Source: an optimization exercise on an open RTL-to-GDS flow (aim: small area, a short achievable clock period and few clock cycles). Production flows keep margins and buffers that such runs may drop.
At most, simulation tests tie the RTL to the original design; equivalence was not proved.
Function not checked in runs 1 and 2: the RTL went through the layout flow alone.
Power is estimated from default activity; no workload was simulated.

**flow/design.v**
```verilog
package nice_pkg;
   typedef struct packed {
      logic [6:0] func7;
      logic [4:0] rs2;
      logic [4:0] rs1;
      logic [2:0] func3;
      logic [4:0] rd;
      logic [6:0] opcode;
   } nice_rtype_t;
   typedef union packed {
      logic [32-1:0] raw;
      nice_rtype_t           r;
   } nice_insn_u;
   typedef enum logic [2:0] {
      OP_NONE   = 3'd0,
      OP_LOAD_A = 3'd1,
      OP_LOAD_B = 3'd2,
      OP_LOAD_P = 3'd3,
      OP_STORE  = 3'd4,
      OP_WORK   = 3'd5
   } nice_op_e;
   typedef enum logic [2:0] {
      ST_IDLE = 3'd0,
      ST_MEM  = 3'd1,
      ST_WORK = 3'd2,
      ST_RESP = 3'd3
   } nice_state_e;
endpackage
`timescale 1ns/100ps
module row_buffer (
   input  logic                  custom_mem_op,
   input  logic                  wr_en,      
   input  logic [32-1:0] wr_data,
   output logic [32-1:0] head,       
   output logic [32-1:0] tap6        
);
   logic [32-1:0] w [8];
   always_ff @(posedge custom_mem_op) begin
      for (int j = 1; j < 8 - 1; j++) w[j] <= w[j+1];
      w[8-1] <= w[0];
      w[0] <= wr_en ? wr_data : w[1];
   end
   assign head = w[0];
   assign tap6 = w[6];
endmodule
`timescale 1ns/100ps
module modadd_unit (
   input  logic [32-1:0] a,
   input  logic [32-1:0] b,
   input  logic [32-1:0] p,
   output logic [32-1:0] r
);
   localparam int W = 32 + 2;
   logic [W-1:0]          xa, xb, xp, cs_s, cs_c, diff;
   logic [32:0]   sum;
   assign xa   = {2'b00, a};
   assign xb   = {2'b00, b};
   assign xp   = {2'b11, ~p};
   assign cs_s = xa ^ xb ^ xp;
   assign cs_c = {(xa[W-2:0] & xb[W-2:0]) | (xa[W-2:0] & xp[W-2:0]) | (xb[W-2:0] & xp[W-2:0]), 1'b1};
   assign diff = cs_s + cs_c;
   assign sum  = {1'b0, a} + {1'b0, b};
   assign r    = diff[W-1] ? sum[32-1:0] : diff[32-1:0];
endmodule
`timescale 1ns/100ps
module nice_core_top (
   input  logic                  custom_mem_op,
   input  logic                  nice_rst_n,
   output logic                  nice_active,
   output logic                  nice_mem_holdup,
   input  logic                  nice_req_valid,
   output logic                  nice_req_ready,
   input  logic [32-1:0] nice_req_inst,
   input  logic [32-1:0] nice_req_rs1,
   input  logic [32-1:0] nice_req_rs2,
   output logic                  nice_rsp_valid,
   input  logic                  nice_rsp_ready,
   output logic [32-1:0] nice_rsp_rdat,
   output logic                  nice_rsp_err,
   output logic                  nice_icb_cmd_valid,
   input  logic                  nice_icb_cmd_ready,
   output logic [32-1:0] nice_icb_cmd_addr,
   output logic                  nice_icb_cmd_read,
   output logic [32-1:0] nice_icb_cmd_wdata,
   output logic [1:0]            nice_icb_cmd_size,
   input  logic                  nice_icb_rsp_valid,
   output logic                  nice_icb_rsp_ready,
   input  logic [32-1:0] nice_icb_rsp_rdata,
   input  logic                  nice_icb_rsp_err
);
   localparam logic [2:0] K_LA = 3'd0, K_LB = 3'd1, K_LP = 3'd2, K_ST = 3'd3, K_WK = 3'd4;
   localparam logic [1:0] Q_ILL = 2'd0, Q_MEM = 2'd1, Q_WK = 2'd2;
   logic [2:0] ph;
   logic       zact;
   logic [2:0] zcnt;
   logic       zero_w;
   always_ff @(posedge custom_mem_op) begin
      if (!nice_rst_n) ph <= 3'd0;
      else             ph <= ph + 3'd1;
   end
   always_ff @(posedge custom_mem_op) begin
      if (!nice_rst_n) begin
         zact <= 1'b1;
         zcnt <= 3'd0;
      end else if (zact) begin
         zcnt <= zcnt + 3'd1;
         if (zcnt == 3'd6) zact <= 1'b0;
      end
   end
   assign zero_w = ~nice_rst_n | zact;
   logic [6:0] d_opc, d_f7;
   logic [2:0] d_f3;
   logic       d_mem, d_wk, d_ill;
   logic [2:0] d_kind;
   assign d_opc  = nice_req_inst[6:0];
   assign d_f3   = nice_req_inst[14:12];
   assign d_f7   = nice_req_inst[31:25];
   assign d_mem  = (d_opc == 7'b1111011) && (d_f3 == 3'b010) &&
                   (d_f7 >= 7'd1) && (d_f7 <= 7'd4);
   assign d_wk   = (d_opc == 7'b1111011) && (d_f3 == 3'b000) &&
                   (d_f7 == 7'd5);
   assign d_ill  = ~d_mem & ~d_wk;
   assign d_kind = d_wk ? K_WK : (d_f7[2:0] - 3'd1);
   logic                  pk_v, pk_mem, pk_wk, pk_ill;
   logic [1:0]            pk_k;
   logic [1:0]            rob_k [4];
   logic                  rob_d [4];
   logic                  rob_e [4];
   logic [1:0]            rob_hd, rob_tl;
   logic [2:0]            rob_n;
   logic                  rob_push, rob_pop, head_done;
   logic                  q0_v, q1_v;
   logic [1:0]            q0_k, q1_k, q0_i, q1_i;
   logic [2:0]            rcnt;
   logic [2:0]            rslot;
   logic                  rerr;
   logic                  iss_act;
   logic [2:0]            icnt;
   logic [1:0]            iss_k;
   logic                  cmd_v, cmd_rd;
   logic [32-1:0] cmd_a, cmd_wd;
   logic                  busy, wdone, wres_p;
   logic [2:0]            wcnt;
   logic [2:0]            r_off;
   logic [32-1:0] wres;
   logic                  rsp_v, rsp_e, rsp_w;
   logic                  req_hs;
   logic                  slot_free, st_now, phase_ok, work_ok, cont, start, fire;
   logic                  st0, can_start, can_work;
   logic [2:0]            lane;
   logic                  rsp_rdy, take, q0_done;
   logic                  handoff, raw_ok, lane_go;
   logic [32-1:0] a_head, b_head, p_head, r_tap6, mod_r, din;
   logic                  we_a, we_b, we_p;
   always_ff @(posedge custom_mem_op) begin
      if (!nice_rst_n) pk_v <= 1'b0;
      else             pk_v <= nice_req_valid & ~req_hs;
      pk_mem <= d_mem;
      pk_wk  <= d_wk;
      pk_ill <= d_ill;
      pk_k   <= d_kind[1:0];
   end
   assign st0       = (pk_k == K_ST[1:0]);
   assign can_start = pk_mem & ~iss_act & ~q1_v &
                      (ph == (3'd3 + (st0 ? r_off : 3'd0))) &
                      (st0 ? (~busy | (wcnt != 3'd0)) : ~busy);
   assign can_work  = pk_wk & ~busy & ~wres_p & ~(iss_act & (iss_k == K_ST[1:0]));
   assign nice_req_ready = pk_v & ~rob_n[2] & (pk_ill | can_work | (can_start & slot_free));
   assign req_hs    = nice_req_valid & nice_req_ready;
   assign start     = req_hs & pk_mem;
   assign handoff   = req_hs & pk_wk;
   assign slot_free = ~cmd_v | nice_icb_cmd_ready;
   assign lane      = iss_act ? icnt : 3'd0;
   assign st_now    = iss_act ? (iss_k == K_ST[1:0]) : st0;
   assign phase_ok  = (ph == (lane + 3'd3 + (st_now ? r_off : 3'd0)));
   assign work_ok   = ~busy | (wcnt > lane);
   assign cont      = iss_act & slot_free & phase_ok & (~st_now | work_ok);
   assign fire      = cont | start;
   always_ff @(posedge custom_mem_op) begin
      if (!nice_rst_n) begin
         cmd_v   <= 1'b0;
         iss_act <= 1'b0;
      end else begin
         if (fire)                    cmd_v <= 1'b1;
         else if (nice_icb_cmd_ready) cmd_v <= 1'b0;
         if (fire) begin
            icnt    <= lane + 3'd1;
            iss_act <= (lane != 3'd7);
         end
         if (start) iss_k <= pk_k;
      end
   end
   always_ff @(posedge custom_mem_op) begin
      if (fire) begin
         cmd_a  <= start ? nice_req_rs1 : cmd_a + 32'(4);
         cmd_rd <= ~st_now;
         cmd_wd <= r_tap6;
      end
   end
   assign nice_icb_cmd_valid = cmd_v;
   assign nice_icb_cmd_addr  = cmd_a;
   assign nice_icb_cmd_read  = cmd_rd;
   assign nice_icb_cmd_wdata = cmd_wd;
   assign nice_icb_cmd_size  = 2'b10;
   assign rsp_rdy = q0_v & ((q0_k == K_ST[1:0]) | ((rslot == 3'd0) & ~zact));
   assign take    = nice_icb_rsp_valid & rsp_rdy;
   assign q0_done = take & (rcnt == 3'd7);
   assign nice_icb_rsp_ready = rsp_rdy;
   always_ff @(posedge custom_mem_op) begin
      if (!nice_rst_n) begin
         rslot <= 3'd1;
         q0_v <= 1'b0;
         q1_v <= 1'b0;
         rcnt <= 3'd0;
         rerr <= 1'b0;
      end else begin
         rslot <= rslot + 3'd1 - {2'b00, take};
         if (take) begin
            rcnt <= rcnt + 3'd1;
            rerr <= (rerr | nice_icb_rsp_err) & ~q0_done;
         end
         if (start & ~q0_done) begin
            if (!q0_v) begin
               q0_v <= 1'b1;
               q0_k <= pk_k;
               q0_i <= rob_tl;
            end else begin
               q1_v <= 1'b1;
               q1_k <= pk_k;
               q1_i <= rob_tl;
            end
         end else if (start & q0_done) begin
            q0_k <= pk_k;
            q0_i <= rob_tl;
         end else if (q0_done) begin
            q0_v <= q1_v;
            q0_k <= q1_k;
            q0_i <= q1_i;
            q1_v <= 1'b0;
         end
      end
   end
   assign din  = zero_w ? '0 : nice_icb_rsp_rdata;
   assign we_a = zero_w | (take & (q0_k == K_LA[1:0]));
   assign we_b = zero_w | (take & (q0_k == K_LB[1:0]));
   assign we_p = zero_w | (take & (q0_k == K_LP[1:0]));
   row_buffer u_row_a (.custom_mem_op(custom_mem_op), .wr_en(we_a), .wr_data(din),
                       .head(a_head), .tap6());
   row_buffer u_row_b (.custom_mem_op(custom_mem_op), .wr_en(we_b), .wr_data(din),
                       .head(b_head), .tap6());
   row_buffer u_row_p (.custom_mem_op(custom_mem_op), .wr_en(we_p), .wr_data(din),
                       .head(p_head), .tap6());
   row_buffer u_row_r (.custom_mem_op(custom_mem_op), .wr_en(lane_go), .wr_data(mod_r),
                       .head(), .tap6(r_tap6));
   modadd_unit u_add (.a(a_head), .b(b_head), .p(p_head), .r(mod_r));
   assign raw_ok  = ~(q1_v & (q1_k != K_ST[1:0])) &
                    ~(q0_v & (q0_k != K_ST[1:0]) & (rcnt <= wcnt));
   assign lane_go = busy & (ph == wcnt) & raw_ok;
   always_ff @(posedge custom_mem_op) begin
      if (!nice_rst_n) begin
         busy   <= 1'b0;
         wdone  <= 1'b0;
         wres_p <= 1'b0;
      end else begin
         if (handoff) begin
            busy <= 1'b1;
            wcnt <= 3'd0;
         end else if (lane_go) begin
            wcnt <= wcnt + 3'd1;
            if (wcnt == 3'd7) begin
               busy   <= 1'b0;
               wdone  <= 1'b1;
               wres_p <= 1'b1;
            end
         end
         if (rob_pop & (rob_k[rob_hd] == Q_WK))    wdone  <= 1'b0;
         if (rsp_v & nice_rsp_ready & rsp_w)       wres_p <= 1'b0;
      end
   end
   always_ff @(posedge custom_mem_op) begin
      if (lane_go & (wcnt == 3'd7)) wres <= mod_r;
   end
   always_ff @(posedge custom_mem_op) begin
      if (!nice_rst_n)  r_off <= r_off - ph - 3'd1;
      else if (handoff) r_off <= 3'd0;
   end
   assign rob_push  = req_hs;
   assign head_done = (rob_k[rob_hd] == Q_WK) ? wdone : rob_d[rob_hd];
   assign rob_pop   = (rob_n != 3'd0) & head_done & (~rsp_v | nice_rsp_ready);
   always_ff @(posedge custom_mem_op) begin
      if (!nice_rst_n) begin
         rob_hd <= 2'd0;
         rob_tl <= 2'd0;
         rob_n  <= 3'd0;
      end else begin
         if (rob_push) rob_tl <= rob_tl + 2'd1;
         if (rob_pop)  rob_hd <= rob_hd + 2'd1;
         rob_n <= rob_n + {2'b00, rob_push} - {2'b00, rob_pop};
      end
   end
   always_ff @(posedge custom_mem_op) begin
      if (rob_push) begin
         rob_k[rob_tl] <= pk_ill ? Q_ILL : (pk_wk ? Q_WK : Q_MEM);
         rob_d[rob_tl] <= pk_ill;
         rob_e[rob_tl] <= pk_ill;
      end
      if (q0_done) begin
         rob_d[q0_i] <= 1'b1;
         rob_e[q0_i] <= rerr | nice_icb_rsp_err;
      end
   end
   always_ff @(posedge custom_mem_op) begin
      if (!nice_rst_n) begin
         rsp_v <= 1'b0;
      end else if (rob_pop) begin
         rsp_v <= 1'b1;
         rsp_e <= rob_e[rob_hd] & (rob_k[rob_hd] != Q_WK);
         rsp_w <= (rob_k[rob_hd] == Q_WK);
      end else if (nice_rsp_ready) begin
         rsp_v <= 1'b0;
      end
   end
   assign nice_rsp_valid = rsp_v;
   assign nice_rsp_err   = rsp_e;
   assign nice_rsp_rdat  = wres & {32{rsp_w}};
   assign nice_active     = nice_req_valid | (rob_n != 3'd0) | rsp_v;
   assign nice_mem_holdup = q0_v;
endmodule
```
**flow/run.sh**
```bash
#!/bin/bash
# synth_recipe.tcl (not shown) runs the flow's synth.tcl, then flattens the netlist and writes it again
# the make line also repeats each setting of config.mk as NAME=value (left out here)
make -C /OpenROAD-flow-scripts/flow DESIGN_CONFIG=/design/flow/config.mk WORK_HOME=/design/flow/orfs CLKGATE_MAP_FILE= SYNTH_SCRIPT=/design/flow/synth_recipe.tcl finish
```
**flow/config.mk**
```make
export PLATFORM = sky130hd
export DESIGN_NAME = nice_core_top
export DESIGN_NICKNAME = nice_core_top
export VERILOG_FILES = /design/flow/design.v
export SDC_FILE = /design/flow/constraint.sdc
export NUM_CORES = 4
export LEC_CHECK = 0
export CAP_MARGIN = 20
export CORE_MARGIN = 2
export CORE_UTILIZATION = 40
export SETUP_SLACK_MARGIN = 4.0
export SLEW_MARGIN = 20
```
**flow/constraint.sdc**
```tcl
create_clock -name core_clock -period 7.5 [get_ports {custom_mem_op}]
set_input_delay 1.5000 -clock core_clock [delete_from_list [all_inputs] [get_ports {custom_mem_op}]]
set_output_delay 1.5000 -clock core_clock [all_outputs]
set_load 0.01 [all_outputs]
```
==> metrics.md, run 1 <==
| Metric | Value |
|---|---|
| Number of detailed-route iterations in the first pass | `5` |
| Final-report hold violation count | `0` |
| Commonest non-fill, non-tap cell in the layout | `sky130_fd_sc_hd__dfxtp_1` |
| Cells taking the most area after synthesis | `sky130_fd_sc_hd__dfxtp_1, sky130_fd_sc_hd__edfxtp_1, sky130_fd_sc_hd__nand2_1` |
| Clock root buffer | `sky130_fd_sc_hd__clkbuf_16` |
| Share of cells above drive strength 1 | `16.59%` |
| Clk network pwr share | `between 40% and 50%` |
| Worst IR drop on VDD | `0.2213 mV` |
| Tightest Pin Transition | `roughly 1 ns` |
| Synthesized instance count | `2726` |
| Net Count, Synth | `2995` |
| Via total after detailed routing | `20.16k` |
| Switching Share | `20.67%` |
| Netlist Area Pre-Place | `0.03471 mm²` |
| Commonest cells after routing, fill and taps aside | `sky130_fd_sc_hd__dfxtp_1, sky130_fd_sc_hd__nand2_1, sky130_fd_sc_hd__a21oi_1` |
| Num rows | `108` |
| CTS H-tree lvls | `3` |
| Overall routed net length | `just under 80000 µm` |
| Maximum Capacitance Violations | `0` |
| Part of the total power dissipated in sequential elements | `a little over half` |
| Post-Place Cell Area | `0.03795 mm²` |
| Remaining DRCs | `0` |
| Largest delay contributor family on the critical path | `simple AND/OR/NAND/NOR gates` |
| Initial Util | `40.20%` |
| Share of power burned in combinational logic | `2.4%` |
| Area fraction of the dominant cell type after synthesis | `61.42%` |
| Clock tree from TritonCTS | `yes` |
| Initial antenna violation count | `3` |
| Core Util, Final | `50.84%` |
| Sequential element share of the synthesized area | `between 70 and 80%` |
| Outcome | `finished clean` |
| EDFF count, synth | `130` |
| Max-slew headroom | `32.60%` |
| Final RePlAce weighted congestion | `0.9042` |
| Number of cells after detailed placement | `4014` |
| Area growth syn-to-layout | `26.46%` |
| Crit path max fanout | `2` |
| IO Count | `241` |
| Global-route wire length before repair | `between 100000 and 150000 µm` |
| GRT Overall Usage | `17.14%` |
| Global-route met1 utilization | `a little under a quarter` |
| Average cell area after synthesis | `12.73 µm²` |
| Aggregate global routing overflow | `0` |
| Period utilisation layout | `54.49%` |
| Final standard cell count with taps included and fillers excluded | `~4.3k` |
| Crit path buf inv count | `2` |
| Clock slew seen by the registers of the worst setup and hold paths | `0.07 ns` |
| Start-to-end type of the worst setup path | `in2out` |
| Average vias per placed instance | `between 4 and 5` |
| Arrival time at the worst endpoint | `around 2.6 ns` |
| Critical path endpoint category | `output pin` |
| Flop and latch count out of synthesis | `1195` |
| Worst hold path type | `reg2reg` |
| Die height | `298.6 µm` |
| Count of buffers inserted at the top-level ports | `191` |
| Detailed-route wire length per cell | `17.98 µm` |
| Number of distinct library cells after synthesis | `75` |
| Cell-by-cell trace of the critical path | `buf_6 -> nand2b_4 -> nand4_1 -> o31ai_2 -> a21oi_2 -> nor3b_2 -> buf_2` |
| Filler cell count in the final layout | `7318` |
| Power Internal | `a little under 0.01 W` |
| Sum of net half-perimeters after detailed placement | `around 48000 µm` |
| Final-stage net count | `3344` |
| Met3 Use GR | `3.780%` |
| Maximum single-stage delay on the critical path | `0.27 ns` |
| Finished Cell Area | `0.04390 mm²` |
| Via count of the first global-routing pass | `20.23k` |
| Worst skew pair latency | `0.68 ns` |
| Die Footprint | `0.08916 mm²` |
| Final setup violating endpoints | `0` |
| CP Launch Type | `primary input` |
| Clock period minus worst slack | `4.087 ns` |
| Main flop type after synthesis | `sky130_fd_sc_hd__dfxtp_1` |
| Leading area contributor after synthesis | `sky130_fd_sc_hd__dfxtp_1` |
| Lkg Pwr | `17.54 nW` |
| FMAX | `244.7 MHz` |
| Count of synthesis-stage warnings from yosys | `3` |
| Hold Buf Count CTS | `0` |
| Busiest layer in global routing | `met2` |
| Post-synth ARST share | `0%` |
| Cell with the biggest individual delay on the critical path | `sky130_fd_sc_hd__nor3b_2` |
| Met2 GRT Util | `between 20% and 30%` |
| Area inside the core boundary | `0.08635 mm²` |
| Pin count of the biggest net entering global routing | `73` |
| Clk_skew | `0.03593 ns` |
| Sinks on the clock net | `1195` |
| Remaining number of nets flagged by the antenna check after routing | `0` |
| Required time at the worst-slack endpoint | `6.00 ns` |
| CTS buffer count | `between 100 and 150` |
| Areal power density over the cells | `283.3 mW/mm²` |
| Bufs on Longest Clock Path | `3` |
| Final number of max-transition violations | `0` |
| Unrepaired setup endpoints after global routing | `true` |
| Iteration-0 DRC count of the detailed router | `1232` |
| Switching component of the power | `0.002571 W` |
| WHS | `0.2954 ns` |
| Total Neg Setup Slack | `0 ns` |
| Chip width | `about 300 µm` |
## per-stage QoR
step / setup slack, ns / power, W
3_3_place_gp: 2.561 / 0.006883
3_5_place_dp: 2.546 / 0.006893
6_report: 3.413 / 0.01244
5_1_grt: 3.338 / 0.01285
4_1_cts: 3.477 / 0.01254
2_1_floorplan: 3.602 / 0.006777
## cells in the mapped netlist (3+ instances only)
library cell                instances
sky130_fd_sc_hd__a211o_1            3
sky130_fd_sc_hd__nor2_1            90
sky130_fd_sc_hd__edfxtp_1         130
sky130_fd_sc_hd__and2_1            49
sky130_fd_sc_hd__a21oi_2            4
sky130_fd_sc_hd__o21bai_1           8
sky130_fd_sc_hd__xnor2_1           63
sky130_fd_sc_hd__a21oi_1          179
sky130_fd_sc_hd__nand4_1           15
sky130_fd_sc_hd__nor4_1             7
sky130_fd_sc_hd__clkbuf_1          51
sky130_fd_sc_hd__fa_1              36
sky130_fd_sc_hd__buf_2             17
sky130_fd_sc_hd__and3_1            14
sky130_fd_sc_hd__o2111ai_1          4
sky130_fd_sc_hd__a211oi_1           6
sky130_fd_sc_hd__mux2_1             4
sky130_fd_sc_hd__nor3_1            15
sky130_fd_sc_hd__mux2i_1            7
sky130_fd_sc_hd__nor2b_1           19
sky130_fd_sc_hd__a21o_1            22
sky130_fd_sc_hd__ha_1              98
sky130_fd_sc_hd__a221o_1            3
sky130_fd_sc_hd__o211ai_1           5
sky130_fd_sc_hd__nand2b_1          16
sky130_fd_sc_hd__inv_1            164
sky130_fd_sc_hd__a22oi_1            3
sky130_fd_sc_hd__nand2_1          334
sky130_fd_sc_hd__dfxtp_1         1065
sky130_fd_sc_hd__a31oi_1           11
sky130_fd_sc_hd__or3_1              3
sky130_fd_sc_hd__xor2_1            43
sky130_fd_sc_hd__o21ai_0           73
sky130_fd_sc_hd__mux2_2            36
sky130_fd_sc_hd__nand3_1           40
sky130_fd_sc_hd__o21ai_1           10
sky130_fd_sc_hd__o31ai_1            3
sky130_fd_sc_hd__o21a_1            18
sky130_fd_sc_hd__a221oi_1           4
sky130_fd_sc_hd__buf_6              4
## worst register-to-register path: cells and delay by family, from the launching register on
family          cells  cell delay (ns)
fa+ha+maj           2             0.76
simple gates        1             0.13
buf+inv             6             0.60
mux                 2             0.49
compound gates      5             1.36
flops               1             0.36
## flip-flops by register name, summed over array words and instances, names as in the netlist, 4 cells and up, named ones only
| name | count |
|---|---|
| wres | 32 |
| u_row_r.w | 256 |
| cmd_a | 32 |
| u_row_a.w | 256 |
| rob_k | 8 |
| cmd_wd | 32 |
| rob_e | 4 |
| rob_d | 4 |
| u_row_p.w | 256 |
| u_row_b.w | 256 |
## layer usage
| metal | vias to the layer above | wire length, µm |
|---|---|---|
| li1 | 9731 | - |
| met1 | 9721 | 35990 |
| met2 | 560 | 35220 |
| met3 | 145 | 4292 |
| met4 | 0 | 2306 |
| met5 | - | 0 |
## cell families (layout without fill, tap and decap cells)
family,after synthesis,in the layout,share of synthesized area [%]
buffers and inverters,239,678,2.754
AND/OR/NAND/NOR,613,613,7.865
flip-flops,1195,1195,72.66
AO/OA/AOI/OAI,388,394,6.783
XOR/XNOR,106,106,2.674
adder cells (fa/ha/maj),134,134,5.608
other,2,4,0.02163
multiplexers,49,49,1.629
## area by class of cell
class | count | area (µm²) | area share (%)
clock buffer | 163 | 3342 | 7.613
inverter | 165 | 633.1 | 1.442
sequential | 1195 | 25270 | 57.57
multi-input combinational | 1298 | 9681 | 22.05
clock inverter | 48 | 434.2 | 0.9890
timing repair inverter | 1 | 7.507 | 0.01710
tap | 1155 | 1445 | 3.292
antenna | 2 | 5.005 | 0.01140
timing repair buffer | 301 | 3078 | 7.012
## power groups by stage
stage          combinational, W  sequential, W  clock [W]
6_report               0.000293        0.00651    0.00564
5_1_grt                0.000319        0.00651    0.00603
4_1_cts                0.000277        0.00651    0.00576
3_5_place_dp           0.000241        0.00665          0
3_3_place_gp           0.000235        0.00665          0
2_1_floorplan          0.000137        0.00664          0
## worst paths after layout
| check | from | end | slack [ns] | cells past startpoint |
|---|---|---|---|---|
| worst max register to register | u_row_b.w[0][14] | u_row_r.w[0][13] | 3.66 | 16 |
| worst min register to register | u_row_r.w[2][22] | u_row_r.w[1][22] | 0.30 | 0 |
| worst min-delay path | u_row_r.w[2][22] | u_row_r.w[1][22] | 0.30 | 0 |
| worst max-delay path | nice_icb_cmd_ready | nice_req_ready | 3.41 | 7 |
## what timing repair did
action                     in CTS  in global routing
pin swaps                      30                 39
gates resized for setup       258                109
gates cloned                   11                  2
setup buffers                  64                 24
setup endpoints to repair     214                158
==> run 2, diff against run 1 <==
--- a/flow/config.mk
+++ b/flow/config.mk
@@ -9,4 +9,3 @@
 export CORE_MARGIN = 2
 export CORE_UTILIZATION = 40
-export SETUP_SLACK_MARGIN = 4.0
 export SLEW_MARGIN = 20
==> run 2 against run 1 <==
Net effect:
- maximum frequency is 17% lower
- routed wire length is 7.5% lower
- register-to-register slack worse by 0.90 ns
- via count is 3.5% lower
- first-iteration DRC count is 12% lower
- critical path type unchanged
- global-route usage is 0.99 points lower
- sequential share of layout area is 3.2 points higher
- combinational power is 23% lower
- clock skew is 0.012 ns lower
- flip-flop and latch count stayed put
- largest power group unchanged
==> metrics.md, run 2 <==
| Metric | Value |
|---|---|
| Outcome | `finished clean (unchanged)` |
| Initial Util | `40.20% (unchanged)` |
| Remaining number of nets flagged by the antenna check after routing | `0 (unchanged)` |
| Worst hold path type | `reg2reg (unchanged)` |
| Required time at the worst-slack endpoint | `6.00 ns (about the same)` |
| Clk_skew | `0.02344 ns (was 0.03593 ns)` |
| Commonest non-fill, non-tap cell in the layout | `sky130_fd_sc_hd__dfxtp_1 (unchanged)` |
| Worst Hold Launch | `u_row_a.w[6][22] (was u_row_r.w[2][22])` |
| Aggregate global routing overflow | `0 (unchanged)` |
| Final setup violating endpoints | `0 (unchanged)` |
| Count of synthesis-stage warnings from yosys | `3 (unchanged)` |
| Sequential element share of the synthesized area | `72.66% (unchanged)` |
| Commonest cells after routing, fill and taps aside | `sky130_fd_sc_hd__dfxtp_1, sky130_fd_sc_hd__nand2_1, sky130_fd_sc_hd__clkdlybuf4s50_1 (was sky130_fd_sc_hd__dfxtp_1, sky130_fd_sc_hd__nand2_1, sky130_fd_sc_hd__a21oi_1)` |
| Via total after detailed routing | `19.44k (was 20.16k)` |
| Number of buffers inserted by post-CTS setup repair | `0 (was 64)` |
| Area growth syn-to-layout | `19.60% (was 26.46%)` |
| Sum of net half-perimeters after detailed placement | `47920 µm (was 47610 µm)` |
| Lkg Pwr | `16.45 nW (was 17.54 nW)` |
| Net Count, Synth | `2995 (unchanged)` |
| Sinks on the clock net | `1195 (unchanged)` |
| Top cells by instance count after synthesis | `sky130_fd_sc_hd__dfxtp_1, sky130_fd_sc_hd__nand2_1, sky130_fd_sc_hd__a21oi_1 (unchanged)` |
| Chip width | `298.6 µm (unchanged)` |
| Iteration-0 DRC count of the detailed router | `1087 (was 1232)` |
| Number of cells after detailed placement | `4013 (was 4014)` |
| Worst IR drop on VDD | `0.2046 mV (was 0.2213 mV)` |
| Cell with the biggest individual delay on the critical path | `sky130_fd_sc_hd__clkdlybuf4s50_1 (was sky130_fd_sc_hd__nor3b_2)` |
| Synthesized instance count | `2726 (unchanged)` |
| GRT Overall Usage | `16.15% (was 17.14%)` |
| Netlist Area Pre-Place | `0.03471 mm² (unchanged)` |
| Initial antenna violation count | `1 (was 3)` |
| Unrepaired setup endpoints after global routing | `false (was true)` |
| Internal reg-to-reg setup slack | `2.76 ns (was 3.66 ns)` |
| Final standard cell count with taps included and fillers excluded | `4214 (was 4328)` |
| Multi-input gate area in the final layout | `0.008563 mm² (was 0.009681 mm²)` |
| Clock root buffer | `sky130_fd_sc_hd__clkbuf_16 (unchanged)` |
| Most numerous cell in the Yosys netlist | `sky130_fd_sc_hd__dfxtp_1 (unchanged)` |
| Num rows | `108 (unchanged)` |
| Clock slew seen by the registers of the worst setup and hold paths | `0.06 ns (was 0.07 ns)` |
| IO Count | `241 (unchanged)` |
| Number of distinct library cells after synthesis | `75 (unchanged)` |
| R2R depth | `12 (was 16)` |
| Average cell area after synthesis | `12.73 µm² (unchanged)` |
| Via count of the first global-routing pass | `19.83k (was 20.23k)` |
| Area fraction of the dominant cell type after synthesis | `61.42% (unchanged)` |
| Tightest Pin Transition | `1.078 ns (was 1.011 ns)` |
| Maximum single-stage delay on the critical path | `0.58 ns (was 0.27 ns)` |
| Area occupied by registers | `0.02522 mm² (was 0.02527 mm²)` |
| Overall routed net length | `72010 µm (was 77810 µm)` |
| Cell seen most often among critical-path stages | `sky130_fd_sc_hd__clkdlybuf4s50_1` |
| CTS buffer count | `110 (was 113)` |
| Worst-case hold path end point | `u_row_a.w[5][22] (was u_row_r.w[1][22])` |
| Core Util, Final | `48.08% (was 50.84%)` |
| Share of cells above drive strength 1 | `8.467% (was 16.59%)` |
| Resize count post-CTS | `0 (was 258)` |
| Final RePlAce weighted congestion | `0.9130 (was 0.9042)` |
| Total power after layout | `0.01218 W (was 0.01244 W)` |
| Largest delay contributor family on the critical path | `buffers and inverters (was simple AND/OR/NAND/NOR gates)` |
| Leading area contributor after synthesis | `sky130_fd_sc_hd__dfxtp_1 (unchanged)` |
| Cells taking the most area after synthesis | `sky130_fd_sc_hd__dfxtp_1, sky130_fd_sc_hd__edfxtp_1, sky130_fd_sc_hd__nand2_1 (unchanged)` |
| Count of buffers inserted at the top-level ports | `191 (unchanged)` |
| Arrival time at the worst endpoint | `3.43 ns (was 2.59 ns)` |
| Filler cell count in the final layout | `7515 (was 7318)` |
| Period utilisation layout | `65.71% (was 54.49%)` |
| Start-to-end type of the worst setup path | `in2out (unchanged)` |
| Flop and latch count out of synthesis | `1195 (unchanged)` |
| Final number of max-transition violations | `0 (unchanged)` |
| Areal power density over the cells | `293.5 mW/mm² (was 283.3 mW/mm²)` |
| Clock tree from TritonCTS | `yes (unchanged)` |
| Die Footprint | `0.08916 mm² (unchanged)` |
| Hold Buf Count CTS | `0 (unchanged)` |
| Global-route wire length before repair | `112300 µm (was 118000 µm)` |
| Average vias per placed instance | `4.614 (was 4.657)` |
| Remaining DRCs | `0 (unchanged)` |
| Critical path endpoint category | `output pin (unchanged)` |
| Bufs on Longest Clock Path | `3 (unchanged)` |
| CP Launch Type | `primary input (unchanged)` |
| Cell-by-cell trace of the critical path | `clkdlybuf4s50_1 -> nand2b_1 -> nand4_1 -> o31ai_1 -> a21oi_1 -> nor3b_2 -> clkdlybuf4s50_1 (was buf_6 -> nand2b_4 -> nand4_1 -> o31ai_2 -> a21oi_2 -> nor3b_2 -> buf_2)` |
| Number of instances on the worst hold path | `0 (unchanged)` |
| Antenna cell count | `0 (was 2)` |
| Maximum Capacitance Violations | `0 (unchanged)` |
| Number of detailed-route iterations in the first pass | `5 (unchanged)` |
| FMAX | `202.9 MHz (was 244.7 MHz)` |
| Post-synth ARST share | `0% (unchanged)` |
| Clock period minus worst slack | `4.929 ns (was 4.087 ns)` |
| Main flop type after synthesis | `sky130_fd_sc_hd__dfxtp_1 (unchanged)` |
| Worst skew pair latency | `0.66 ns (was 0.68 ns)` |
| CTS H-tree lvls | `3 (unchanged)` |
| EDFF count, synth | `130 (unchanged)` |
| Final-report hold violation count | `0 (unchanged)` |
| Launching point of the worst reg2reg path | `u_row_a.w[0][1] (was u_row_b.w[0][14])` |
| Max-slew headroom | `28.11% (was 32.60%)` |
| Worst flop-to-flop path endpoint | `u_row_r.w[0][22] (was u_row_r.w[0][13])` |
| Area inside the core boundary | `0.08635 mm² (unchanged)` |
| Pin count of the biggest net entering global routing | `83 (was 73)` |
| Final-stage net count | `3239 (was 3344)` |
| Total Neg Setup Slack | `0 ns (unchanged)` |
| Crit path buf inv count | `2 (unchanged)` |
| Die height | `298.6 µm (unchanged)` |
| Crit path max fanout | `3 (was 2)` |
| Detailed-route wire length per cell | `17.09 µm (was 17.98 µm)` |
| WHS | `0.3142 ns (was 0.2954 ns)` |
## run 2: area by class of cell
type | count | area share, %
sequential | 1195 | 60.76
inverter | 165 | 1.492
clock inverter | 39 | 0.7836
timing repair buffer | 206 | 4.906
multi-input combinational | 1292 | 20.63
tap | 1155 | 3.481
clock buffer | 162 | 7.956
## run 2: worst register-to-register path, stage by stage, from the launching register on
cell and delay (ns):
sky130_fd_sc_hd__dfxtp_1 0.37, sky130_fd_sc_hd__inv_1 0.11, sky130_fd_sc_hd__fa_1 0.59, sky130_fd_sc_hd__inv_1 0.06, sky130_fd_sc_hd__ha_1 0.27, sky130_fd_sc_hd__nor2b_1 0.17, sky130_fd_sc_hd__o2111ai_1 0.15, sky130_fd_sc_hd__a21boi_1 0.53
sky130_fd_sc_hd__a211oi_2 0.25, sky130_fd_sc_hd__o21ai_1 0.42, sky130_fd_sc_hd__a41o_2 0.88, sky130_fd_sc_hd__mux2_1 0.52, sky130_fd_sc_hd__mux2_2 0.31
## run 2: how the worst max path moves through the flow
stage | start | endpoint | slack [ns] | cells past startpoint
after global routing | nice_icb_cmd_ready | nice_req_ready | 2.45 | 7
after CTS | nice_icb_cmd_ready | nice_req_ready | 2.55 | 7
after floorplan | nice_icb_cmd_ready | cmd_a[10] | 2.87 | 11
final | nice_icb_cmd_ready | nice_req_ready | 2.57 | 7
after global placement | nice_icb_cmd_ready | cmd_wd[0] | 2.12 | 12
after detailed placement | nice_icb_cmd_ready | cmd_wd[0] | 2.03 | 12
## run 2: power by group
group / switching (W) / total [W] / internal (W) / leakage (nW)
Clock: 0.00232 / 0.00545 / 0.00313 / 1.81
Combinational: 0.000109 / 0.000227 / 0.000118 / 4.74
Sequential: 0.0000312 / 0.00651 / 0.00648 / 9.91
Total: 0.00246 / 0.0122 / 0.00973 / 16.5
## run 2: logic make-up (layout without fill, tap and decap cells)
family	Yosys count	count (layout)	share of synthesized area [%]
muxes	49	49	1.629
DFF	1195	1195	72.66
buffers and inverters	239	572	2.754
adders and majority gates	134	134	5.608
AOI/OAI and AO/OA	388	388	6.783
other	2	2	0.02163
and+or+nand+nor	613	613	7.865
xor gates and xnor gates	106	106	2.674
## run 2: routing by layer
metal / routed length (µm) / global-route usage [%] / part of all wire [%]
met2: 32710 / 25.49 / 45
met3: 3494 / 3.381 / 4.9
met1: 33350 / 21.94 / 46
met4: 2461 / 5.958 / 3.4
met5: 0 / 0 / 0
## run 2: metrics by stage
| stage | setup slack (ns) | area, µm² |
|---|---|---|
| after global placement | 2.118 | 37870 |
| after global routing | 2.445 | 41520 |
| after detailed placement | 2.034 | 37890 |
| after CTS | 2.554 | 41520 |
| after floorplan | 2.872 | 34710 |
| final | 2.571 | 41520 |
==> run 3, diff against run 2 <==
--- a/flow/design.v
+++ b/flow/design.v
@@ -51,15 +51,9 @@
    output logic [32-1:0] r
 );
-   localparam int W = 32 + 2;
-   logic [W-1:0]          xa, xb, xp, cs_s, cs_c, diff;
    logic [32:0]   sum;
-   assign xa   = {2'b00, a};
-   assign xb   = {2'b00, b};
-   assign xp   = {2'b11, ~p};
-   assign cs_s = xa ^ xb ^ xp;
-   assign cs_c = {(xa[W-2:0] & xb[W-2:0]) | (xa[W-2:0] & xp[W-2:0]) | (xb[W-2:0] & xp[W-2:0]), 1'b1};
-   assign diff = cs_s + cs_c;
+   logic [32+1:0] diff;
    assign sum  = {1'b0, a} + {1'b0, b};
-   assign r    = diff[W-1] ? sum[32-1:0] : diff[32-1:0];
+   assign diff = {1'b0, sum} - {2'b00, p};
+   assign r    = diff[32+1] ? sum[32-1:0] : diff[32-1:0];
 endmodule
 `timescale 1ns/100ps
@@ -122,6 +116,8 @@
    assign d_ill  = ~d_mem & ~d_wk;
    assign d_kind = d_wk ? K_WK : (d_f7[2:0] - 3'd1);
-   logic                  pk_v, pk_mem, pk_wk, pk_ill;
-   logic [1:0]            pk_k;
+   logic                  n_v;
+   logic [2:0]            n_k;
+   logic [32-1:0] n_rs1;
+   logic [1:0]            n_idx;
    logic [1:0]            rob_k [4];
    logic                  rob_d [4];
@@ -133,5 +129,4 @@
    logic [1:0]            q0_k, q1_k, q0_i, q1_i;
    logic [2:0]            rcnt;
-   logic [2:0]            rslot;
    logic                  rerr;
    logic                  iss_act;
@@ -147,5 +142,4 @@
    logic                  req_hs;
    logic                  slot_free, st_now, phase_ok, work_ok, cont, start, fire;
-   logic                  st0, can_start, can_work;
    logic [2:0]            lane;
    logic                  rsp_rdy, take, q0_done;
@@ -153,27 +147,26 @@
    logic [32-1:0] a_head, b_head, p_head, r_tap6, mod_r, din;
    logic                  we_a, we_b, we_p;
+   assign nice_req_ready = ~n_v & ~rob_n[2];
+   assign req_hs         = nice_req_valid & nice_req_ready;
    always_ff @(posedge custom_mem_op) begin
-      if (!nice_rst_n) pk_v <= 1'b0;
-      else             pk_v <= nice_req_valid & ~req_hs;
-      pk_mem <= d_mem;
-      pk_wk  <= d_wk;
-      pk_ill <= d_ill;
-      pk_k   <= d_kind[1:0];
-   end
-   assign st0       = (pk_k == K_ST[1:0]);
-   assign can_start = pk_mem & ~iss_act & ~q1_v &
-                      (ph == (3'd3 + (st0 ? r_off : 3'd0))) &
-                      (st0 ? (~busy | (wcnt != 3'd0)) : ~busy);
-   assign can_work  = pk_wk & ~busy & ~wres_p & ~(iss_act & (iss_k == K_ST[1:0]));
-   assign nice_req_ready = pk_v & ~rob_n[2] & (pk_ill | can_work | (can_start & slot_free));
-   assign req_hs    = nice_req_valid & nice_req_ready;
-   assign start     = req_hs & pk_mem;
-   assign handoff   = req_hs & pk_wk;
+      if (!nice_rst_n)               n_v <= 1'b0;
+      else if (req_hs & ~d_ill)      n_v <= 1'b1;
+      else if (start | handoff)      n_v <= 1'b0;
+   end
+   always_ff @(posedge custom_mem_op) begin
+      if (req_hs) begin
+         n_k   <= d_kind;
+         n_rs1 <= nice_req_rs1;
+         n_idx <= rob_tl;
+      end
+   end
    assign slot_free = ~cmd_v | nice_icb_cmd_ready;
    assign lane      = iss_act ? icnt : 3'd0;
-   assign st_now    = iss_act ? (iss_k == K_ST[1:0]) : st0;
+   assign st_now    = iss_act ? (iss_k == K_ST[1:0]) : (n_k == K_ST);
    assign phase_ok  = (ph == (lane + 3'd3 + (st_now ? r_off : 3'd0)));
    assign work_ok   = ~busy | (wcnt > lane);
    assign cont      = iss_act & slot_free & phase_ok & (~st_now | work_ok);
+   assign start     = ~iss_act & n_v & ~n_k[2] & ~q1_v & slot_free & phase_ok &
+                      (st_now ? work_ok : ~busy);
    assign fire      = cont | start;
    always_ff @(posedge custom_mem_op) begin
@@ -188,10 +181,10 @@
             iss_act <= (lane != 3'd7);
          end
-         if (start) iss_k <= pk_k;
+         if (start) iss_k <= n_k[1:0];
       end
    end
    always_ff @(posedge custom_mem_op) begin
       if (fire) begin
-         cmd_a  <= start ? nice_req_rs1 : cmd_a + 32'(4);
+         cmd_a  <= start ? n_rs1 : cmd_a + 32'(4);
          cmd_rd <= ~st_now;
          cmd_wd <= r_tap6;
@@ -203,5 +196,5 @@
    assign nice_icb_cmd_wdata = cmd_wd;
    assign nice_icb_cmd_size  = 2'b10;
-   assign rsp_rdy = q0_v & ((q0_k == K_ST[1:0]) | ((rslot == 3'd0) & ~zact));
+   assign rsp_rdy = q0_v & ((q0_k == K_ST[1:0]) | (((ph + 3'd1) == rcnt) & ~zact));
    assign take    = nice_icb_rsp_valid & rsp_rdy;
    assign q0_done = take & (rcnt == 3'd7);
@@ -209,5 +202,4 @@
    always_ff @(posedge custom_mem_op) begin
       if (!nice_rst_n) begin
-         rslot <= 3'd1;
          q0_v <= 1'b0;
          q1_v <= 1'b0;
@@ -215,5 +207,4 @@
          rerr <= 1'b0;
       end else begin
-         rslot <= rslot + 3'd1 - {2'b00, take};
          if (take) begin
             rcnt <= rcnt + 3'd1;
@@ -223,14 +214,14 @@
             if (!q0_v) begin
                q0_v <= 1'b1;
-               q0_k <= pk_k;
-               q0_i <= rob_tl;
+               q0_k <= n_k[1:0];
+               q0_i <= n_idx;
             end else begin
                q1_v <= 1'b1;
-               q1_k <= pk_k;
-               q1_i <= rob_tl;
+               q1_k <= n_k[1:0];
+               q1_i <= n_idx;
             end
          end else if (start & q0_done) begin
-            q0_k <= pk_k;
-            q0_i <= rob_tl;
+            q0_k <= n_k[1:0];
+            q0_i <= n_idx;
          end else if (q0_done) begin
             q0_v <= q1_v;
@@ -254,4 +245,5 @@
                        .head(), .tap6(r_tap6));
    modadd_unit u_add (.a(a_head), .b(b_head), .p(p_head), .r(mod_r));
+   assign handoff = n_v & (n_k == K_WK) & ~busy & ~wres_p & ~(iss_act & (iss_k == K_ST[1:0]));
    assign raw_ok  = ~(q1_v & (q1_k != K_ST[1:0])) &
                     ~(q0_v & (q0_k != K_ST[1:0]) & (rcnt <= wcnt));
@@ -301,7 +293,7 @@
    always_ff @(posedge custom_mem_op) begin
       if (rob_push) begin
-         rob_k[rob_tl] <= pk_ill ? Q_ILL : (pk_wk ? Q_WK : Q_MEM);
-         rob_d[rob_tl] <= pk_ill;
-         rob_e[rob_tl] <= pk_ill;
+         rob_k[rob_tl] <= d_ill ? Q_ILL : (d_wk ? Q_WK : Q_MEM);
+         rob_d[rob_tl] <= d_ill;
+         rob_e[rob_tl] <= d_ill;
       end
       if (q0_done) begin
@@ -325,4 +317,4 @@
    assign nice_rsp_rdat  = wres & {32{rsp_w}};
    assign nice_active     = nice_req_valid | (rob_n != 3'd0) | rsp_v;
-   assign nice_mem_holdup = q0_v;
+   assign nice_mem_holdup = (n_v & ~n_k[2]) | q0_v;
 endmodule
==> run 3 against run 2 <==
Net effect:
- critical path depth is 10 higher
- clock skew grew 0.012 ns
- sequential power up 3.8%
- flip-flop and latch count grew 29
- count of clock-buffer cells in the layout shrank 5
- critical path type is now reg2reg
- largest cell class unchanged
==> metrics.md, run 3 <==
| Metric | Value |
|---|---|
| Flop and latch count out of synthesis | `1224 (was 1195)` |
| Post-Place Cell Area | `0.03807 mm² (was 0.03789 mm²)` |
| Maximum Capacitance Violations | `0 (unchanged)` |
| Main flop type after synthesis | `sky130_fd_sc_hd__dfxtp_1 (unchanged)` |
| Via total after detailed routing | `19.82k (was 19.44k)` |
| Resize count post-CTS | `0 (unchanged)` |
| Top cells by instance count after synthesis | `sky130_fd_sc_hd__dfxtp_1, sky130_fd_sc_hd__nand2_1, sky130_fd_sc_hd__a21oi_1 (unchanged)` |
| Bufs on Longest Clock Path | `3 (unchanged)` |
| Start-to-end type of the worst setup path | `reg2reg (was in2out)` |
| Die Footprint | `0.08950 mm² (was 0.08916 mm²)` |
| Launching point of the worst reg2reg path | `u_row_a.w[0][0] (was u_row_a.w[0][1])` |
| Internal reg-to-reg setup slack | `1.47 ns (was 2.76 ns)` |
| Dominant combinational cell family by area after synthesis | `simple AND/OR/NAND/NOR gates (unchanged)` |
| Arrival time at the worst endpoint | `6.61 ns (was 3.43 ns)` |
| Count of buffers inserted at the top-level ports | `191 (unchanged)` |
| Leading area contributor after synthesis | `sky130_fd_sc_hd__dfxtp_1 (unchanged)` |
| Global-route wire length before repair | `114600 µm (was 112300 µm)` |
| Sequential element share of the synthesized area | `75.11% (was 72.66%)` |
| Post-synth ARST share | `0% (unchanged)` |
| Worst Hold Launch | `u_row_p.w[6][28] (was u_row_a.w[6][22])` |
| Share of cells above drive strength 1 | `7.969% (was 8.467%)` |
| FMAX | `165.8 MHz (was 202.9 MHz)` |
| Cells taking the most area after synthesis | `sky130_fd_sc_hd__dfxtp_1, sky130_fd_sc_hd__edfxtp_1, sky130_fd_sc_hd__ha_1 (was sky130_fd_sc_hd__dfxtp_1, sky130_fd_sc_hd__edfxtp_1, sky130_fd_sc_hd__nand2_1)` |
| Tightest Pin Transition | `1.023 ns (was 1.078 ns)` |
| Iteration-0 DRC count of the detailed router | `1089 (was 1087)` |
| Die height | `299.2 µm (was 298.6 µm)` |
| Aggregate global routing overflow | `0 (unchanged)` |
| Unrepaired setup endpoints after global routing | `false (unchanged)` |
| Clock root buffer | `sky130_fd_sc_hd__clkbuf_16 (unchanged)` |
| Worst IR drop on VDD | `0.2361 mV (was 0.2046 mV)` |
| Final-report hold violation count | `0 (unchanged)` |
| Most numerous cell in the Yosys netlist | `sky130_fd_sc_hd__dfxtp_1 (unchanged)` |
| Worst skew pair latency | `0.69 ns (was 0.66 ns)` |
| Core Util, Final | `48.74% (was 48.08%)` |
| IO Count | `241 (unchanged)` |
| Crit path buf inv count | `0 (was 2)` |
| Crit path max fanout | `34 (was 3)` |
| Number of distinct library cells after synthesis | `73 (was 75)` |
| Number of detailed-route iterations in the first pass | `7 (was 5)` |
| Average vias per placed instance | `4.699 (was 4.614)` |
| GRT Overall Usage | `16.40% (was 16.15%)` |
| Commonest non-fill, non-tap cell in the layout | `sky130_fd_sc_hd__dfxtp_1 (unchanged)` |
| EDFF count, synth | `167 (was 130)` |
| Worst hold path type | `reg2reg (unchanged)` |
| Max-slew headroom | `31.59% (was 28.11%)` |
| Net Count, Synth | `2958 (was 2995)` |
| Sinks on the clock net | `1224 (was 1195)` |
| Detailed-route wire length per cell | `17.51 µm (was 17.09 µm)` |
| Remaining number of nets flagged by the antenna check after routing | `0 (unchanged)` |
| Final number of max-transition violations | `0 (unchanged)` |
| Area inside the core boundary | `0.08662 mm² (was 0.08635 mm²)` |
| Via count of the first global-routing pass | `20.24k (was 19.83k)` |
| Final setup violating endpoints | `0 (unchanged)` |
| Areal power density over the cells | `309.9 mW/mm² (was 293.5 mW/mm²)` |
| Number of buffers inserted by post-CTS setup repair | `0 (unchanged)` |
| Largest delay contributor family on the critical path | `compound AO/OA/AOI/OAI gates (was buffers and inverters)` |
| Total Neg Setup Slack | `0 ns (unchanged)` |
| XOR/XNOR share of the synthesized area | `2.513% (was 2.674%)` |
| CTS H-tree lvls | `3 (unchanged)` |
| Period utilisation layout | `80.41% (was 65.71%)` |
| Simple-gate share of the synthesized area | `8.577% (was 7.865%)` |
| Count of synthesis-stage warnings from yosys | `3 (unchanged)` |
| Outcome | `finished clean (unchanged)` |
| Cell-by-cell trace of the critical path | `ha_1 -> fa_1 -> a21oi_1 -> o221ai_1 -> a211oi_1 -> o21ai_0 -> a21oi_1 -> xnor2_1 -> ha_1 -> and3_1 -> nor3b_1 -> nand2_1 -> a211o_1 -> a21o_1 -> a21bo_2 -> a2111o_1 -> a31oi_1 (was clkdlybuf4s50_1 -> nand2b_1 -> nand4_1 -> o31ai_1 -> a21oi_1 -> nor3b_2 -> clkdlybuf4s50_1)` |
| CTS buffer count | `113 (was 110)` |
| Pin count of the biggest net entering global routing | `60 (was 83)` |
| Critical path endpoint category | `flop (was output pin)` |
| Area fraction of the dominant cell type after synthesis | `60.72% (was 61.42%)` |
| Chip width | `299.2 µm (was 298.6 µm)` |
| Final standard cell count with taps included and fillers excluded | `4218 (was 4214)` |
| CP Launch Type | `flop (was primary input)` |
| Final-stage net count | `3203 (was 3239)` |
| Clock slew seen by the registers of the worst setup and hold paths | `0.06 ns (about the same)` |
| Hold Buf Count CTS | `0 (unchanged)` |
| Netlist Area Pre-Place | `0.03485 mm² (was 0.03471 mm²)` |
| Clk_skew | `0.03555 ns (was 0.02344 ns)` |
| Overall routed net length | `73870 µm (was 72010 µm)` |
| Commonest cells after routing, fill and taps aside | `sky130_fd_sc_hd__dfxtp_1, sky130_fd_sc_hd__nand2_1, sky130_fd_sc_hd__a21oi_1 (was sky130_fd_sc_hd__dfxtp_1, sky130_fd_sc_hd__nand2_1, sky130_fd_sc_hd__clkdlybuf4s50_1)` |
| Area fraction in compound gates after synthesis | `7.543% (was 6.783%)` |
| Area growth syn-to-layout | `21.14% (was 19.60%)` |
| Number of cells after detailed placement | `4007 (was 4013)` |
| Num rows | `108 (unchanged)` |
| Worst-case hold path end point | `u_row_p.w[5][28] (was u_row_a.w[5][22])` |
| Clock tree from TritonCTS | `yes (unchanged)` |
| Cell with the biggest individual delay on the critical path | `sky130_fd_sc_hd__a211oi_1 (was sky130_fd_sc_hd__clkdlybuf4s50_1)` |
| Multiplexer share of the synthesized area | `0.5457% (was 1.629%)` |
| Average cell area after synthesis | `12.80 µm² (was 12.73 µm²)` |
| Remaining DRCs | `0 (unchanged)` |
| Adder-cell share of the synthesized area | `3.676% (was 5.608%)` |
| Required time at the worst-slack endpoint | `8.08 ns (was 6.00 ns)` |
| Final RePlAce weighted congestion | `0.8753 (was 0.9130)` |
| Initial Util | `40.23% (was 40.20%)` |
| R2R depth | `17 (was 12)` |
| Worst flop-to-flop path endpoint | `u_row_r.w[0][28] (was u_row_r.w[0][22])` |
| Number of instances on the worst hold path | `0 (unchanged)` |
| Initial antenna violation count | `4 (was 1)` |
| Clock period minus worst slack | `6.031 ns (was 4.929 ns)` |
| Sum of net half-perimeters after detailed placement | `49500 µm (was 47920 µm)` |
| Synthesized instance count | `2723 (was 2726)` |
| Lkg Pwr | `16.44 nW (was 16.45 nW)` |
| Finished Cell Area | `0.04222 mm² (was 0.04152 mm²)` |
| Maximum single-stage delay on the critical path | `0.74 ns (was 0.58 ns)` |
[run 3: metrics by stage]
stage	hold slack (ns)	total power, W	setup slack [ns]
after floorplan	0.3096	0.007042	1.049
after global placement	0.3097	0.007160	1.612
after detailed placement	0.3121	0.007172	1.569
after CTS	0.2957	0.01323	1.497
after global routing	0.3010	0.01352	0.8870
final	0.3009	0.01308	1.469
[run 3: kinds of logic (layout without fill, tap and decap cells)]
| family | Yosys count | in the layout |
|---|---|---|
| flip-flops | 1224 | 1224 |
| AND/OR/NAND/NOR | 679 | 679 |
| AO/OA/AOI/OAI | 431 | 431 |
| buffers and inverters | 173 | 512 |
| adder cells (fa/ha/maj) | 100 | 100 |
| XOR/XNOR | 100 | 100 |
| multiplexers | 14 | 14 |
| other | 2 | 3 |
[run 3: worst max path at each step]
stage	from	endpoint	slack, ns	depth (start not counted)
2_1_floorplan	n_k[0]	icnt[0]	1.05	13
3_3_place_gp	u_row_a.w[0][0]	u_row_r.w[0][28]	1.61	17
3_5_place_dp	u_row_a.w[0][0]	u_row_r.w[0][28]	1.57	17
4_1_cts	u_row_a.w[0][0]	u_row_r.w[0][28]	1.50	17
5_1_grt	u_row_a.w[0][0]	u_row_r.w[0][28]	0.89	17
6_report	u_row_a.w[0][0]	u_row_r.w[0][28]	1.47	17
[run 3: report_power, final]
part / total, W / switching, W / internal [W] / leakage, nW
combinational: 0.000262 / 0.000133 / 0.000129 / 4.30
sequential: 0.00676 / 0.0000474 / 0.00672 / 10.1
clock: 0.00606 / 0.00246 / 0.00360 / 2.04
total: 0.0131 / 0.00264 / 0.0104 / 16.4
[run 3: routing by layer]
layer  share of wire (%)  track usage [%]  wire length (µm)  vias to the layer above
li1                    -                -                 -                     9672
met1                  46            22.12             34240                     9506
met2                  46            26.42             34020                      502
met3                 4.6            3.182              3386                      142
met4                 3.0            5.702              2227                        0
met5                   0                0                 0                        -
[run 3: layout make-up]
class                           instances  area, µm²
Antenna cell                            1      2.502
Clock buffer                          157       3416
Clock inverter                         52      699.4
Fill cell                            7534      44400
Inverter                               93      349.1
Multi-Input combinational cell       1326       8028
Sequential cell                      1224      26180
Tap cell                             1155       1445
Timing Repair Buffer                  210       2102
Testbench counts of run 3, summed over its fixed seeds: cycles 9,915.

-- static timing again, ports no longer ideal --
No port has a modelled driver above. Below, the same layouts with a new extraction and two added sets of constraints. Step 1: set_driving_cell puts a clkbuf_16 on custom_mem_op and a buf_2 on each other input, an assumption about the parent block. Step 2 also shifts input and output timing later by t, the mid clock arrival at the registers, as if the neighbouring blocks saw the same clock. Slacks: ideal / step 1 / step 2; pairs: ideal / step 1.
| run | t, ns | setup slack, ns | worst slew at a driven data input, ns | cell pins on the clock port's net |
|---|---|---|---|---|
| run 1 | 0.728 | 3.413 / 3.360 / 3.068 | 0.14 | 1 |
| run 2 | 0.714 | 2.571 / 2.547 / 2.116 | 0.11 | 1 |
| run 3 | 0.736 | 1.469 / 1.469 / 1.469 | 0.09 | 1 |
After both steps every run listed still meets setup and hold. For run 2, which loses most, drivers alone change the setup slack by -0.024 ns; drivers and shift together by -0.455 ns.
